What follows belongs to an exercise in optimizing a design on an open flow for small area and a short achievable clock period; a production flow would make more cautious choices.
In this exercise RTL edits were held to simulation tests only and were not proved equivalent to the original.
Power is estimated from default activity; no workload was simulated.

==> 06-01 <==
Design rename_top, start of the top module:
module rename_top (
    input  logic        clk,
    input  logic        rst,
    input  logic        in_valid,
    output logic        in_ready,
    input  logic [15:0] in_opcode,
    input  logic [11:0] in_dst,
    input  logic [11:0] in_src1,
    input  logic [11:0] in_src2,
    output logic [3:0]  out_valid,
    input  logic [3:0]  out_ready,
    output logic [15:0] out_opcode,
    output logic [19:0] out_dst_preg,
    output logic [19:0] out_old_preg,
    output logic [19:0] out_src1_preg,
    output logic [19:0] out_src2_preg,
    output logic [3:0]  out_src1_rdy,
    output logic [3:0]  out_src2_rdy,
    output logic [3:0]  out_writes,
    input  logic        free_valid,
    input  logic [4:0]  free_preg,
    input  logic        done_valid,
    input  logic [4:0]  done_preg
);
Settings: LEC_CHECK=0, CAP_MARGIN=20, CORE_MARGIN=2, CORE_UTILIZATION=40, SETUP_SLACK_MARGIN=5, SLEW_MARGIN=20; clock period 14.5 ns.
run.sh (not shown) runs the stock make flow with config.mk's settings and CLKGATE_MAP_FILE= SYNTH_SCRIPT=/design/flow/synth_recipe.tcl, a recipe that flattens the netlist after the stock synthesis.
==> inputs of 11-21, as changes to 06-01 <==
--- a/flow/design.v
+++ b/flow/design.v
@@ -367,16 +367,45 @@
     wire t5_0_e3_3 = (t4_0_c4 & t4_0_e3_3) | (~t4_0_c1 & t4_1_e3_3) | (t4_0_c1 & ~t4_0_c2 & t4_1_e2_3) | (t4_0_c2 & ~t4_0_c3 & t4_1_e1_3) | (t4_0_c3 & ~t4_0_c4 & t4_1_e0_3);
     wire t5_0_e3_4 = (~t4_0_c1) | (t4_0_c1 & ~t4_0_c2) | (t4_0_c2 & ~t4_0_c3) | (t4_0_c3 & ~t4_0_c4);
     assign a0 = {t5_0_e0_4, t5_0_e0_3, t5_0_e0_2, t5_0_e0_1, t5_0_e0_0};
     assign a1 = {t5_0_e1_4, t5_0_e1_3, t5_0_e1_2, t5_0_e1_1, t5_0_e1_0};
     assign a2 = {t5_0_e2_4, t5_0_e2_3, t5_0_e2_2, t5_0_e2_1, t5_0_e2_0};
     assign a3 = {t5_0_e3_4, t5_0_e3_3, t5_0_e3_2, t5_0_e3_1, t5_0_e3_0};
     assign found = {t5_0_c4, t5_0_c3, t5_0_c2, t5_0_c1};
 endmodule
+module rename_state (
+    input  logic [19:0] list_in,
+    input  logic [3:0]  found_in,
+    input  logic        en,
+    input  logic [4:0]  preg,
+    output logic [19:0] list_out,
+    output logic [3:0]  found_out
+);
+    logic [4:0] b [4];
+    logic [3:0] lt;    
+    logic [3:0] eq;    
+    always_comb begin
+        for (int j = 0; j < 4; j++) begin
+            b[j] = list_in[j*5 +: 5];
+            lt[j] = found_in[j] && (b[j] < preg);
+            eq[j] = found_in[j] && (b[j] == preg);
+        end
+        if (en && eq == 4'd0) begin
+            found_out = {found_in[2:0], 1'b1};
+            list_out[4:0] = lt[0] ? b[0] : preg;
+            for (int j = 1; j < 4; j++) begin
+                list_out[j*5 +: 5] = lt[j] ? b[j] : lt[j-1] ? preg : b[j-1];
+            end
+        end else begin
+            found_out = found_in;
+            list_out = list_in;
+        end
+    end
+endmodule
 module rename_top (
     input  logic        clk,
     input  logic        rst,
     input  logic        in_valid,
     output logic        in_ready,
     input  logic [15:0] in_opcode,
     input  logic [11:0] in_dst,
     input  logic [11:0] in_src1,
@@ -394,16 +423,18 @@
     input  logic        free_valid,
     input  logic [4:0]  free_preg,
     input  logic        done_valid,
     input  logic [4:0]  done_preg
 );
     logic [3:0]  pend;
     logic [15:0] l_op;
     logic [11:0] l_dst, l_s1, l_s2;
+    logic [3:0]  lw;      
+    logic [4:1]  lnt;     
     logic [4:0]  rat [1:7];
     logic [7:1]  rr;      
     logic [31:1] fr;      
     logic [31:1] pk;      
     logic [4:0]  ar [4];  
     logic [3:0]  fnd;     
     logic [2:0] dst [4];
     logic [2:0] s1 [4];
@@ -413,57 +444,75 @@
     logic [3:1] ct [4];   
     logic [4:1] nt;       
     logic all_ok;
     always_comb begin
         for (int k = 0; k < 4; k++) begin
             dst[k] = l_dst[k*3 +: 3];
             s1[k] = l_s1[k*3 +: 3];
             s2[k] = l_s2[k*3 +: 3];
-            w[k] = (dst[k] != 3'd0);
         end
     end
+    assign w = lw;
+    assign nt = lnt;
     assign ct[0] = 3'b000;
     assign ct[1] = {2'b00, w[0]};
     assign ct[2] = {1'b0, w[0] & w[1], w[0] | w[1]};
     assign ct[3] = {w[0] & w[1] & w[2], (w[0] & w[1]) | (w[0] & w[2]) | (w[1] & w[2]), w[0] | w[1] | w[2]};
-    assign nt = {ct[3][3] & w[3], ct[3][3] | (ct[3][2] & w[3]), ct[3][2] | (ct[3][1] & w[3]), ct[3][1] | w[3]};
+    logic [3:0] in_w;
+    logic [4:1] in_nt;
+    always_comb begin
+        for (int k = 0; k < 4; k++) in_w[k] = (in_dst[k*3 +: 3] != 3'd0);
+        in_nt[1] = |in_w;
+        in_nt[2] = (in_w[0] & in_w[1]) | (in_w[0] & in_w[2]) | (in_w[0] & in_w[3])
+                 | (in_w[1] & in_w[2]) | (in_w[1] & in_w[3]) | (in_w[2] & in_w[3]);
+        in_nt[3] = (in_w[0] & in_w[1] & in_w[2]) | (in_w[0] & in_w[1] & in_w[3])
+                 | (in_w[0] & in_w[2] & in_w[3]) | (in_w[1] & in_w[2] & in_w[3]);
+        in_nt[4] = &in_w;
+    end
     assign alloc[0] = ar[0];
     assign alloc[1] = w[0] ? ar[1] : ar[0];
     assign alloc[2] = ct[2][2] ? ar[2] : ct[2][1] ? ar[1] : ar[0];
     assign alloc[3] = ct[3][3] ? ar[3] : ct[3][2] ? ar[2] : ct[3][1] ? ar[1] : ar[0];
     assign all_ok = (!nt[1] || fnd[0]) && (!nt[2] || fnd[1]) && (!nt[3] || fnd[2]) && (!nt[4] || fnd[3]);
     logic [39:0] ratv;
     always_comb begin
         ratv[4:0] = 5'd0;
         for (int r = 1; r < 8; r++) ratv[r*5 +: 5] = rat[r];
     end
+    logic [3:0] eqm [1:7];
+    logic [7:0] rrk [4];
+    always_comb begin
+        for (int r = 1; r < 8; r++) begin
+            for (int j = 0; j < 4; j++) eqm[r][j] = (rat[r] == ar[j]);
+        end
+        for (int k = 0; k < 4; k++) begin
+            rrk[k][0] = 1'b1;
+            for (int r = 1; r < 8; r++) begin
+                rrk[k][r] = rr[r] && !(ct[k][1] && eqm[r][0]) && !(ct[k][2] && eqm[r][1])
+                            && !(ct[k][3] && eqm[r][2]);
+            end
+        end
+    end
     logic [4:0] s1p [4], s2p [4], oldp [4];
     logic [3:0] s1r, s2r;
     logic hit1, hit2;
-    logic [4:0] p1v, p2v;
     always_comb begin
         for (int k = 0; k < 4; k++) begin
             hit1 = 1'b0; hit2 = 1'b0;
-            p1v = ratv[s1[k]*5 +: 5];
-            p2v = ratv[s2[k]*5 +: 5];
-            s1p[k] = p1v;
-            s2p[k] = p2v;
+            s1p[k] = ratv[s1[k]*5 +: 5];
+            s2p[k] = ratv[s2[k]*5 +: 5];
             oldp[k] = ratv[dst[k]*5 +: 5];
             for (int j = 0; j < k; j++) begin
                 if (w[j] && dst[j] == s1[k]) begin s1p[k] = alloc[j]; hit1 = 1'b1; end
                 if (w[j] && dst[j] == s2[k]) begin s2p[k] = alloc[j]; hit2 = 1'b1; end
                 if (w[j] && dst[j] == dst[k]) oldp[k] = alloc[j];
             end
-            s1r[k] = (s1[k] == 3'd0) || (!hit1 && rr[s1[k]]
-                     && !(ct[k][1] && p1v == ar[0]) && !(ct[k][2] && p1v == ar[1])
-                     && !(ct[k][3] && p1v == ar[2]));
-            s2r[k] = (s2[k] == 3'd0) || (!hit2 && rr[s2[k]]
-                     && !(ct[k][1] && p2v == ar[0]) && !(ct[k][2] && p2v == ar[1])
-                     && !(ct[k][3] && p2v == ar[2]));
+            s1r[k] = !hit1 && rrk[k][s1[k]];
+            s2r[k] = !hit2 && rrk[k][s2[k]];
         end
     end
     always_comb begin
         for (int k = 0; k < 4; k++) begin
             out_opcode[k*4 +: 4] = l_op[k*4 +: 4];
             out_writes[k] = w[k];
             out_dst_preg[k*5 +: 5] = w[k] ? alloc[k] : 5'd0;
             out_old_preg[k*5 +: 5] = oldp[k];
@@ -488,18 +537,18 @@
     logic [7:1]  rr_end;
     always_comb begin
         last = nt[4] ? ar[3] : nt[3] ? ar[2] : nt[2] ? ar[1] : ar[0];
         for (int i = 1; i < 32; i++) begin
             f_end[i] = fr[i] && (!nt[1] || i[4:0] > last);
         end
         for (int r = 1; r < 8; r++) begin
             rat_end[r] = rat[r];
-            rr_end[r] = rr[r] && !(nt[1] && rat[r] == ar[0]) && !(nt[2] && rat[r] == ar[1])
-                        && !(nt[3] && rat[r] == ar[2]) && !(nt[4] && rat[r] == ar[3]);
+            rr_end[r] = rr[r] && !(nt[1] && eqm[r][0]) && !(nt[2] && eqm[r][1])
+                        && !(nt[3] && eqm[r][2]) && !(nt[4] && eqm[r][3]);
             for (int k = 0; k < 4; k++) begin
                 if (w[k] && dst[k] == r[2:0]) begin
                     rat_end[r] = alloc[k];
                     rr_end[r] = 1'b0;
                 end
             end
         end
     end
@@ -527,84 +576,88 @@
     rename_cell search_i (
         .fv    ({base, 1'b0}),
         .a0    (ca[0]),
         .a1    (ca[1]),
         .a2    (ca[2]),
         .a3    (ca[3]),
         .found (cf)
     );
-    logic [4:0] ba [4];
-    logic [3:0] bf;
-    logic [4:0] na [4];
-    logic [3:0] nf;
-    logic [3:0] lt;    
-    logic ins;
+    logic [19:0] la_done, la_keep;
+    logic [3:0]  lf_done, lf_keep;
+    logic [4:0]  na [4];
+    logic [3:0]  nf;
+    rename_state ins_done_i (
+        .list_in   ({ca[3], ca[2], ca[1], ca[0]}),
+        .found_in  (cf),
+        .en        (fv),
+        .preg      (free_preg),
+        .list_out  (la_done),
+        .found_out (lf_done)
+    );
+    rename_state ins_keep_i (
+        .list_in   ({ar[3], ar[2], ar[1], ar[0]}),
+        .found_in  (fnd),
+        .en        (fv && merge_ok),
+        .preg      (free_preg),
+        .list_out  (la_keep),
+        .found_out (lf_keep)
+    );
     always_comb begin
         for (int j = 0; j < 4; j++) begin
-            ba[j] = done ? ca[j] : ar[j];
-        end
-        bf = done ? cf : fnd;
-        ins = fv && (done || merge_ok);
-        for (int j = 0; j < 4; j++) begin
-            lt[j] = bf[j] && (ba[j] < free_preg);
-        end
-        if (ins && !((bf[0] && ba[0] == free_preg) || (bf[1] && ba[1] == free_preg)
-                     || (bf[2] && ba[2] == free_preg) || (bf[3] && ba[3] == free_preg))) begin
-            nf = {bf[2:0], 1'b1};
-            na[0] = lt[0] ? ba[0] : free_preg;
-            for (int j = 1; j < 4; j++) begin
-                na[j] = lt[j] ? ba[j] : lt[j-1] ? free_preg : ba[j-1];
-            end
-        end else begin
-            nf = bf;
-            for (int j = 0; j < 4; j++) na[j] = ba[j];
+            na[j] = done ? la_done[j*5 +: 5] : la_keep[j*5 +: 5];
         end
+        nf = done ? lf_done : lf_keep;
     end
     always_ff @(posedge clk) begin
         if (rst) begin
             pend <= 4'd0;
         end else if (accept) begin
             pend <= 4'hf;
         end else begin
             pend <= pn;
         end
     end
     always_ff @(posedge clk) begin
         if (accept) begin
             l_op <= in_opcode;
             l_dst <= in_dst;
             l_s1 <= in_src1;
             l_s2 <= in_src2;
+            lw <= in_w;
+            lnt <= in_nt;
         end
     end
     always_ff @(posedge clk) begin
         if (rst) begin
             rr <= '1;
             for (int r = 1; r < 8; r++) rat[r] <= r[4:0];
         end else begin
             rr <= rr_nx;
             for (int r = 1; r < 8; r++) rat[r] <= rat_nx[r];
         end
     end
     always_ff @(posedge clk) begin
+        if (done || merge_ok) begin
+            pk <= '0;
+        end else begin
+            pk <= pk | fm;
+        end
+    end
+    always_ff @(posedge clk) begin
         if (rst) begin
             fr <= {{24{1'b1}}, 7'd0};
-            pk <= '0;
             ar[0] <= 5'd8;
             ar[1] <= 5'd9;
             ar[2] <= 5'd10;
             ar[3] <= 5'd11;
             fnd <= 4'hf;
         end else begin
             for (int j = 0; j < 4; j++) ar[j] <= na[j];
             fnd <= nf;
             if (done) begin
                 fr <= base | fm;
-                pk <= '0;
             end else if (merge_ok) begin
                 fr <= fr | fm;
-            end else begin
-                pk <= pk | fm;
             end
         end
     end
 endmodule
==> flow/flow/run.sh (new file) <==
#!/bin/bash
set -euo pipefail
cd "$(dirname "$0")/.."
bash standard.sh "SYNTH_SCRIPT=$PWD/flow/synth.tcl" SETUP_SLACK_MARGIN=8.3 \
  "BUFFER_PORTS_ARGS=-buffer_cell sky130_fd_sc_hd__buf_2" finish > layout.log 2>&1
==> flow/flow/synth.tcl (new file) <==
# The standard synthesis script (synth_recipe.tcl), except that ABC maps the logic with
# Yosys's own ABC script instead of ORFS's area script, and without a delay target: for
# this design it gives the same registers and less logic area. Timing is left to the
# layout's repair.
proc synth {args} { yosys synth -nofsm -noshare {*}$args }
proc abc {args} {
  set i [lsearch -exact $args -script]
  if {$i >= 0} { set args [lreplace $args $i [expr {$i + 1}]] }
  set i [lsearch -exact $args -D]
  if {$i >= 0} { set args [lreplace $args $i [expr {$i + 1}]] }
  yosys abc {*}$args
}
source $::env(SCRIPTS_DIR)/synth.tcl
# left out here: clear keep_hierarchy, flatten, clean up, hide names made inside functions, write 1_2_yosys.v
==> flow/standard.sh (new file) <==
#!/bin/bash
# synth_recipe.tcl (not shown) runs the flow's synth.tcl, then flattens the netlist and writes it again
# the make line also repeats each setting of config.mk as NAME=value (left out here)
make -C /OpenROAD-flow-scripts/flow DESIGN_CONFIG=/design/flow/config.mk WORK_HOME=/design/flow/orfs CLKGATE_MAP_FILE= SYNTH_SCRIPT=/design/flow/synth_recipe.tcl "${@:-finish}"
- ABC_AREA: default -> 1
- CORE_UTILIZATION: 40 -> 45
- SETUP_SLACK_MARGIN: 5 -> default
removed: flow/run.sh
==> inputs of 05-10, as changes to 06-01 <==
--- a/flow/design.v
+++ b/flow/design.v
@@ -367,16 +367,45 @@
     wire t5_0_e3_3 = (t4_0_c4 & t4_0_e3_3) | (~t4_0_c1 & t4_1_e3_3) | (t4_0_c1 & ~t4_0_c2 & t4_1_e2_3) | (t4_0_c2 & ~t4_0_c3 & t4_1_e1_3) | (t4_0_c3 & ~t4_0_c4 & t4_1_e0_3);
     wire t5_0_e3_4 = (~t4_0_c1) | (t4_0_c1 & ~t4_0_c2) | (t4_0_c2 & ~t4_0_c3) | (t4_0_c3 & ~t4_0_c4);
     assign a0 = {t5_0_e0_4, t5_0_e0_3, t5_0_e0_2, t5_0_e0_1, t5_0_e0_0};
     assign a1 = {t5_0_e1_4, t5_0_e1_3, t5_0_e1_2, t5_0_e1_1, t5_0_e1_0};
     assign a2 = {t5_0_e2_4, t5_0_e2_3, t5_0_e2_2, t5_0_e2_1, t5_0_e2_0};
     assign a3 = {t5_0_e3_4, t5_0_e3_3, t5_0_e3_2, t5_0_e3_1, t5_0_e3_0};
     assign found = {t5_0_c4, t5_0_c3, t5_0_c2, t5_0_c1};
 endmodule
+module rename_state (
+    input  logic [19:0] list_in,
+    input  logic [3:0]  found_in,
+    input  logic        en,
+    input  logic [4:0]  preg,
+    output logic [19:0] list_out,
+    output logic [3:0]  found_out
+);
+    logic [4:0] b [4];
+    logic [3:0] lt;    
+    logic [3:0] eq;    
+    always_comb begin
+        for (int j = 0; j < 4; j++) begin
+            b[j] = list_in[j*5 +: 5];
+            lt[j] = found_in[j] && (b[j] < preg);
+            eq[j] = found_in[j] && (b[j] == preg);
+        end
+        if (en && eq == 4'd0) begin
+            found_out = {found_in[2:0], 1'b1};
+            list_out[4:0] = lt[0] ? b[0] : preg;
+            for (int j = 1; j < 4; j++) begin
+                list_out[j*5 +: 5] = lt[j] ? b[j] : lt[j-1] ? preg : b[j-1];
+            end
+        end else begin
+            found_out = found_in;
+            list_out = list_in;
+        end
+    end
+endmodule
 module rename_top (
     input  logic        clk,
     input  logic        rst,
     input  logic        in_valid,
     output logic        in_ready,
     input  logic [15:0] in_opcode,
     input  logic [11:0] in_dst,
     input  logic [11:0] in_src1,
@@ -394,16 +423,18 @@
     input  logic        free_valid,
     input  logic [4:0]  free_preg,
     input  logic        done_valid,
     input  logic [4:0]  done_preg
 );
     logic [3:0]  pend;
     logic [15:0] l_op;
     logic [11:0] l_dst, l_s1, l_s2;
+    logic [3:0]  lw;      
+    logic [4:1]  lnt;     
     logic [4:0]  rat [1:7];
     logic [7:1]  rr;      
     logic [31:1] fr;      
     logic [31:1] pk;      
     logic [4:0]  ar [4];  
     logic [3:0]  fnd;     
     logic [2:0] dst [4];
     logic [2:0] s1 [4];
@@ -413,24 +444,35 @@
     logic [3:1] ct [4];   
     logic [4:1] nt;       
     logic all_ok;
     always_comb begin
         for (int k = 0; k < 4; k++) begin
             dst[k] = l_dst[k*3 +: 3];
             s1[k] = l_s1[k*3 +: 3];
             s2[k] = l_s2[k*3 +: 3];
-            w[k] = (dst[k] != 3'd0);
         end
     end
+    assign w = lw;
+    assign nt = lnt;
     assign ct[0] = 3'b000;
     assign ct[1] = {2'b00, w[0]};
     assign ct[2] = {1'b0, w[0] & w[1], w[0] | w[1]};
     assign ct[3] = {w[0] & w[1] & w[2], (w[0] & w[1]) | (w[0] & w[2]) | (w[1] & w[2]), w[0] | w[1] | w[2]};
-    assign nt = {ct[3][3] & w[3], ct[3][3] | (ct[3][2] & w[3]), ct[3][2] | (ct[3][1] & w[3]), ct[3][1] | w[3]};
+    logic [3:0] in_w;
+    logic [4:1] in_nt;
+    always_comb begin
+        for (int k = 0; k < 4; k++) in_w[k] = (in_dst[k*3 +: 3] != 3'd0);
+        in_nt[1] = |in_w;
+        in_nt[2] = (in_w[0] & in_w[1]) | (in_w[0] & in_w[2]) | (in_w[0] & in_w[3])
+                 | (in_w[1] & in_w[2]) | (in_w[1] & in_w[3]) | (in_w[2] & in_w[3]);
+        in_nt[3] = (in_w[0] & in_w[1] & in_w[2]) | (in_w[0] & in_w[1] & in_w[3])
+                 | (in_w[0] & in_w[2] & in_w[3]) | (in_w[1] & in_w[2] & in_w[3]);
+        in_nt[4] = &in_w;
+    end
     assign alloc[0] = ar[0];
     assign alloc[1] = w[0] ? ar[1] : ar[0];
     assign alloc[2] = ct[2][2] ? ar[2] : ct[2][1] ? ar[1] : ar[0];
     assign alloc[3] = ct[3][3] ? ar[3] : ct[3][2] ? ar[2] : ct[3][1] ? ar[1] : ar[0];
     assign all_ok = (!nt[1] || fnd[0]) && (!nt[2] || fnd[1]) && (!nt[3] || fnd[2]) && (!nt[4] || fnd[3]);
     logic [39:0] ratv;
     always_comb begin
         ratv[4:0] = 5'd0;
@@ -527,58 +569,59 @@
     rename_cell search_i (
         .fv    ({base, 1'b0}),
         .a0    (ca[0]),
         .a1    (ca[1]),
         .a2    (ca[2]),
         .a3    (ca[3]),
         .found (cf)
     );
-    logic [4:0] ba [4];
-    logic [3:0] bf;
-    logic [4:0] na [4];
-    logic [3:0] nf;
-    logic [3:0] lt;    
-    logic ins;
+    logic [19:0] la_done, la_keep;
+    logic [3:0]  lf_done, lf_keep;
+    logic [4:0]  na [4];
+    logic [3:0]  nf;
+    rename_state ins_done_i (
+        .list_in   ({ca[3], ca[2], ca[1], ca[0]}),
+        .found_in  (cf),
+        .en        (fv),
+        .preg      (free_preg),
+        .list_out  (la_done),
+        .found_out (lf_done)
+    );
+    rename_state ins_keep_i (
+        .list_in   ({ar[3], ar[2], ar[1], ar[0]}),
+        .found_in  (fnd),
+        .en        (fv && merge_ok),
+        .preg      (free_preg),
+        .list_out  (la_keep),
+        .found_out (lf_keep)
+    );
     always_comb begin
         for (int j = 0; j < 4; j++) begin
-            ba[j] = done ? ca[j] : ar[j];
-        end
-        bf = done ? cf : fnd;
-        ins = fv && (done || merge_ok);
-        for (int j = 0; j < 4; j++) begin
-            lt[j] = bf[j] && (ba[j] < free_preg);
-        end
-        if (ins && !((bf[0] && ba[0] == free_preg) || (bf[1] && ba[1] == free_preg)
-                     || (bf[2] && ba[2] == free_preg) || (bf[3] && ba[3] == free_preg))) begin
-            nf = {bf[2:0], 1'b1};
-            na[0] = lt[0] ? ba[0] : free_preg;
-            for (int j = 1; j < 4; j++) begin
-                na[j] = lt[j] ? ba[j] : lt[j-1] ? free_preg : ba[j-1];
-            end
-        end else begin
-            nf = bf;
-            for (int j = 0; j < 4; j++) na[j] = ba[j];
+            na[j] = done ? la_done[j*5 +: 5] : la_keep[j*5 +: 5];
         end
+        nf = done ? lf_done : lf_keep;
     end
     always_ff @(posedge clk) begin
         if (rst) begin
             pend <= 4'd0;
         end else if (accept) begin
             pend <= 4'hf;
         end else begin
             pend <= pn;
         end
     end
     always_ff @(posedge clk) begin
         if (accept) begin
             l_op <= in_opcode;
             l_dst <= in_dst;
             l_s1 <= in_src1;
             l_s2 <= in_src2;
+            lw <= in_w;
+            lnt <= in_nt;
         end
     end
     always_ff @(posedge clk) begin
         if (rst) begin
             rr <= '1;
             for (int r = 1; r < 8; r++) rat[r] <= r[4:0];
         end else begin
             rr <= rr_nx;
==> flow/flow/run.sh (new file) <==
#!/bin/bash
set -euo pipefail
cd "$(dirname "$0")/.."
bash standard.sh SETUP_SLACK_MARGIN=7.5 finish > layout.log 2>&1
==> flow/standard.sh (new file) <==
#!/bin/bash
# synth_recipe.tcl (not shown) runs the flow's synth.tcl, then flattens the netlist and writes it again
# the make line also repeats each setting of config.mk as NAME=value (left out here)
make -C /OpenROAD-flow-scripts/flow DESIGN_CONFIG=/design/flow/config.mk WORK_HOME=/design/flow/orfs CLKGATE_MAP_FILE= SYNTH_SCRIPT=/design/flow/synth_recipe.tcl "${@:-finish}"
- SETUP_SLACK_MARGIN: 5 -> default
removed: flow/run.sh
==> run notes <==
	06-01	11-21	05-10
Run status	timing/DRC/antenna clean	timing/DRC/antenna clean	timing/DRC/antenna clean
Clock network power	0.500 mW	0.510 mW	0.535 mW
Combinational-cell power consumption	3.79 mW	5.85 mW	4.89 mW
Seq pwr	0.788 mW	1.00 mW	0.903 mW
Share of the synthesized area in the top cell type	11.41%	12.46%	11.08%
Switching power	2.833 mW	4.229 mW	3.496 mW
Metal1 wirelength	43.31 mm	41.18 mm	45.29 mm
Uppermost metal layer occupied by signal nets	met4	met5	met5
Mapped Area	23160 um^2	21220 um^2	23840 um^2
WHS Endpoint	pk[24]	pk[29]	pk[27]
Placed instance count	3870	3636	3930
Maximum number of pins on one net before global-route repair	99	63	68
Number of antenna violations at the first check in global routing	1	1	6

==> separate check: timing with driven ports <==
In the flow no input, the clock included, has a driving cell. The finished layouts below were timed again as built, in two steps. Step 1 assumes that a clkbuf_16 drives the clock port and a buf_2 every other input. Step 2 moves the port delays by t, midway between the first and last clock arrival at a register: inputs arrive t later, outputs are due t later. That takes back most of the time a late clock gives input paths. Three values: no drivers, after step 1, after step 2; two values: the first two.
run	t, ns	slack for setup (ns)	latest minus earliest clock arrival (ns)	worst register clock-pin slew, ns	cell pins on the clock port's net
06-01	0.572	5.494 / 5.494 / 5.494	0.020 / 0.020	0.09 / 0.09	1
11-21	0.574	8.160 / 8.123 / 7.890	0.031 / 0.032	0.10 / 0.10	1
05-10	0.567	7.532 / 7.473 / 7.584	0.020 / 0.020	0.10 / 0.10	1
After both steps setup and hold are still met in every run listed. For 11-21, which loses most, drivers alone change the setup slack by -0.037 ns; drivers and shift together by -0.270 ns.
